Source: an optimization exercise on an open RTL-to-GDS flow (aim: small area, a short achievable clock period and few clock cycles). Production flows keep margins and buffers that such runs may drop. The RTL was checked by simulation tests, not by an equivalence proof against the original design. Power is estimated from default activity; no workload was simulated.

// md5_message_digest
module md5_message_digest (
   input  logic                            clock,
   input  logic                            reset,
   input  logic                            req_valid,
   output logic                            req_ready,
   input  logic [md5_pkg::WORD_W-1:0]      req_word,
   input  logic [md5_pkg::COUNT_W-1:0]     req_bytes,
   input  logic                            req_last,
   output logic                            rsp_valid,
   input  logic                            rsp_ready,
   output logic [md5_pkg::WORD_W-1:0]      rsp_word,
   output logic [md5_pkg::DIDX_W-1:0]      rsp_index,
   output logic                            rsp_done
);
   logic [31:0] ring [16];
   logic [31:0] b_ff, c_ff, d_ff, p_ff, f1_ff, f0_ff;
   logic [31:0] q_ff [4];
   logic [4:0]  widx_ff, widx_n;    
   logic        wnew_ff, wnew_n;    
   logic        wpad_ff, wpad_n;    
   logic        wpend_ff, wpend_n;  
   logic        wlen_ff, wlen_n;    
   logic        wstart_ff, wstart_n;  
   logic        wfirst_ff, wfirst_n;  
   logic [3:0]  base_ff, base_n;    
   logic [58:0] nw_ff, nw_n;        
   logic        nwc_ff, nwc_n;      
   logic [1:0]  tail_ff, tail_n;    
   logic        run_ff, run_n;      
   logic        fold_ff, fold_n;    
   logic [5:0]  step_ff, step_n;
   logic        efirst_ff, efirst_n;
   logic        efinal_ff, efinal_n;
   logic        round_ff, round_n;  
   logic        setup_ff, setup_n;  
   logic        pend_ff, pend_n;
   logic [1:0]  eidx_ff, eidx_n;
   logic [3:0]  esel_ff, esel_n;   
   logic [31:0] rword_ff;          
   logic        ready_ff, ready_n;
   logic        ring_free, aligned, can_wr, wr_en, wr_msg, wr_pad;
   logic [3:0]  wi;
   logic [2:0]  cnt;
   logic [31:0] msg_word, pad_word, wr_word;
   logic        len_lo_now, len_hi_now;
   assign ring_free = !run_ff || (step_ff == 6'd63);
   logic        aligned_ff;
   assign aligned   = aligned_ff;
   assign can_wr    = widx_ff[4] ? (ring_free && !wnew_ff) : aligned;
   assign wi        = widx_ff[4] ? 4'd0 : widx_ff[3:0];
   assign req_ready = ready_ff;          
   assign wr_msg    = ready_ff && req_valid;
   assign wr_pad    = wpad_ff && can_wr;
   assign wr_en     = wr_msg || wr_pad;
   assign cnt = (!req_last || req_bytes[2]) ? 3'd4 : req_bytes;
  ...
export LEC_CHECK = 0
export ABC_AREA = 1
export CAP_MARGIN = 20
export CORE_MARGIN = 2
export CORE_UTILIZATION = 55
export SETUP_SLACK_MARGIN = 5
export SLEW_MARGIN = 20
export TNS_END_PERCENT = 0
create_clock -name core_clock -period 11.0 [get_ports {clock}]
standard.sh (not shown) runs the stock make flow with config.mk's settings and CLKGATE_MAP_FILE= SYNTH_SCRIPT=/design/flow/synth_recipe.tcl, a recipe that flattens the netlist after the stock synthesis.
==> flow/flow/run.sh <==
#!/bin/bash
# Standard layout with a stronger setup repair target and buf_4 port buffers;
# make's full output goes to orfs_make.log.
set -euo pipefail
bash standard.sh SETUP_SLACK_MARGIN=8 "BUFFER_PORTS_ARGS=-buffer_cell sky130_fd_sc_hd__buf_4" finish > orfs_make.log 2>&1
The first run went through all stages and came out clean.
Testbench counts at the start, summed over its fixed seeds: cycles 45,028.
Change:
==> flow/flow/run.sh (replaced) <==
#!/bin/bash
# Standard layout with a stronger setup repair target and buf_4 port buffers;
# make's full output goes to orfs_make.log.
set -euo pipefail
bash standard.sh SETUP_SLACK_MARGIN=7 "BUFFER_PORTS_ARGS=-buffer_cell sky130_fd_sc_hd__buf_4" finish > orfs_make.log 2>&1
- TNS_END_PERCENT: 0 -> 10
Effect: Worst hold slack gets better by 0.0049 ns. Critical path depth grows by 1. Area after synthesis does not change. Design area goes up by 0.92%. Total power rose by 1.4%. Via count is higher by 0.65%. Wire length rises by 0.64%. Sequential share of layout area decreases by 0.33 points.
Change:
==> flow/flow/run.sh (replaced) <==
#!/bin/bash
# Standard layout with a stronger setup repair target and buf_4 port buffers;
# make's full output goes to orfs_make.log.
set -euo pipefail
bash standard.sh SETUP_SLACK_MARGIN=8 "BUFFER_PORTS_ARGS=-buffer_cell sky130_fd_sc_hd__buf_4" finish > orfs_make.log 2>&1
- CORE_UTILIZATION: 55 -> 65
- PLACE_DENSITY: unset -> 0.75
- TNS_END_PERCENT: 10 -> 0
What happened: Non-clock buffer count falls by 12. Power barely changes. Via count went up by about 4.5%. Area after synthesis stays the same.
Change:
==> flow/flow/run.sh (replaced) <==
#!/bin/bash
# Standard layout with a stronger setup repair target and buf_4 port buffers;
# make's full output goes to orfs_make.log.
set -euo pipefail
bash standard.sh SETUP_SLACK_MARGIN=7 "BUFFER_PORTS_ARGS=-buffer_cell sky130_fd_sc_hd__buf_4" finish > orfs_make.log 2>&1
- CORE_UTILIZATION: 65 -> 55
- PLACE_DENSITY: 0.75 -> unset
Effect: The new run finished with timing, DRC and antenna clean; design area barely changes; combinational power is about the same; worst hold slack improved by 0.047 ns; cell count goes up by 2.6%; synthesized area is unchanged; synthesized cell count is unchanged.

========
md5_message_digest, a different RTL version from the one above (not shown whole).
Size in the first run: roughly 7200 cells after synthesis, about 1100 flip-flops, about 0.053 mm2 of cells after synthesis.
==> flow/design.v (excerpt) <==
module md5_message_digest (
   input  logic                            clock,
   input  logic                            reset,
   input  logic                            req_valid,
   output logic                            req_ready,
   input  logic [md5_pkg::WORD_W-1:0]      req_word,
   input  logic [md5_pkg::COUNT_W-1:0]     req_bytes,
   input  logic                            req_last,
   output logic                            rsp_valid,
   input  logic                            rsp_ready,
   output logic [md5_pkg::WORD_W-1:0]      rsp_word,
   output logic [md5_pkg::DIDX_W-1:0]      rsp_index,
   output logic                            rsp_done
);
export LEC_CHECK = 0
export ABC_AREA = 1
export CAP_MARGIN = 20
export CORE_MARGIN = 2
export CORE_UTILIZATION = 55
export SETUP_SLACK_MARGIN = 5
export SLEW_MARGIN = 20
export TNS_END_PERCENT = 25
create_clock -name core_clock -period 11.0 [get_ports {clock}]
==> flow/flow/run.sh <==
#!/bin/bash
# Standard layout with a stronger setup repair target and buf_4 port buffers;
# make's full output goes to orfs_make.log.
set -euo pipefail
bash standard.sh SETUP_SLACK_MARGIN=7 "BUFFER_PORTS_ARGS=-buffer_cell sky130_fd_sc_hd__buf_4" finish > orfs_make.log 2>&1
Testbench counts at the start, summed over its fixed seeds: cycles 45,028.
==> next run, changes <==
TNS_END_PERCENT = 10   (was 25)
Via count hardly moves.
Combinational power barely changes.
Synthesized area stays the same.
Count of clock-buffer cells in the layout is unchanged.
==> next run, changes <==
TNS_END_PERCENT = 0   (was 10)
Effect: Routed wire length hardly moves. Worst setup slack is worse by 0.093 ns. Critical path depth grows by 3. First-iteration DRC count barely changes. Sequential share of layout area increases by 0.47 points.

[afterwards: timing with drivers on the ports]
The results above use ideal ports. As a check the final layouts listed here were re-extracted and re-timed, cells and wires unchanged.
Step 1 sets driving cells, clkbuf_16 on the clock port and buf_2 on the other inputs (assumed; they add their load-dependent delay and slew).
Step 2 adds t to the input delays and takes it off the output delays; t is the mean of the earliest and latest rising clock arrival at the registers after step 1. Input paths then give back, and output paths get back, about the clock's delay inside the block.
a / b / c = ideal / step 1 / step 2; a / b = the first two.
run	shift t [ns]	setup WS [ns]	worst hold slack (ns)	slew at the worst register clock pin (ns)	cell pins on the clock port's net
the first run of note 1	0.771	6.869 / 6.869 / 6.216	0.337 / 0.337 / 0.337	0.07 / 0.07	1
the second run of note 1	0.776	6.857 / 6.857 / 6.182	0.342 / 0.342 / 0.342	0.07 / 0.07	1
the third run of note 1	0.770	6.854 / 6.854 / 6.389	0.298 / 0.298 / 0.298	0.07 / 0.07	1
the fourth run of note 1	0.762	6.912 / 6.912 / 6.210	0.344 / 0.344 / 0.344	0.07 / 0.07	1
the first run of note 2	0.791	7.007 / 7.007 / 6.480	0.302 / 0.302 / 0.302	0.07 / 0.07	1
the second run of note 2	0.797	7.046 / 7.046 / 6.440	0.300 / 0.300 / 0.300	0.07 / 0.07	1
the third run of note 2	0.788	6.953 / 6.953 / 6.380	0.294 / 0.294 / 0.294	0.07 / 0.07	1
After both steps every run listed still meets setup and hold. The setup slack of the fourth run of note 1, which loses most, moves by 0.000 ns with the drivers and by -0.702 ns with both steps.
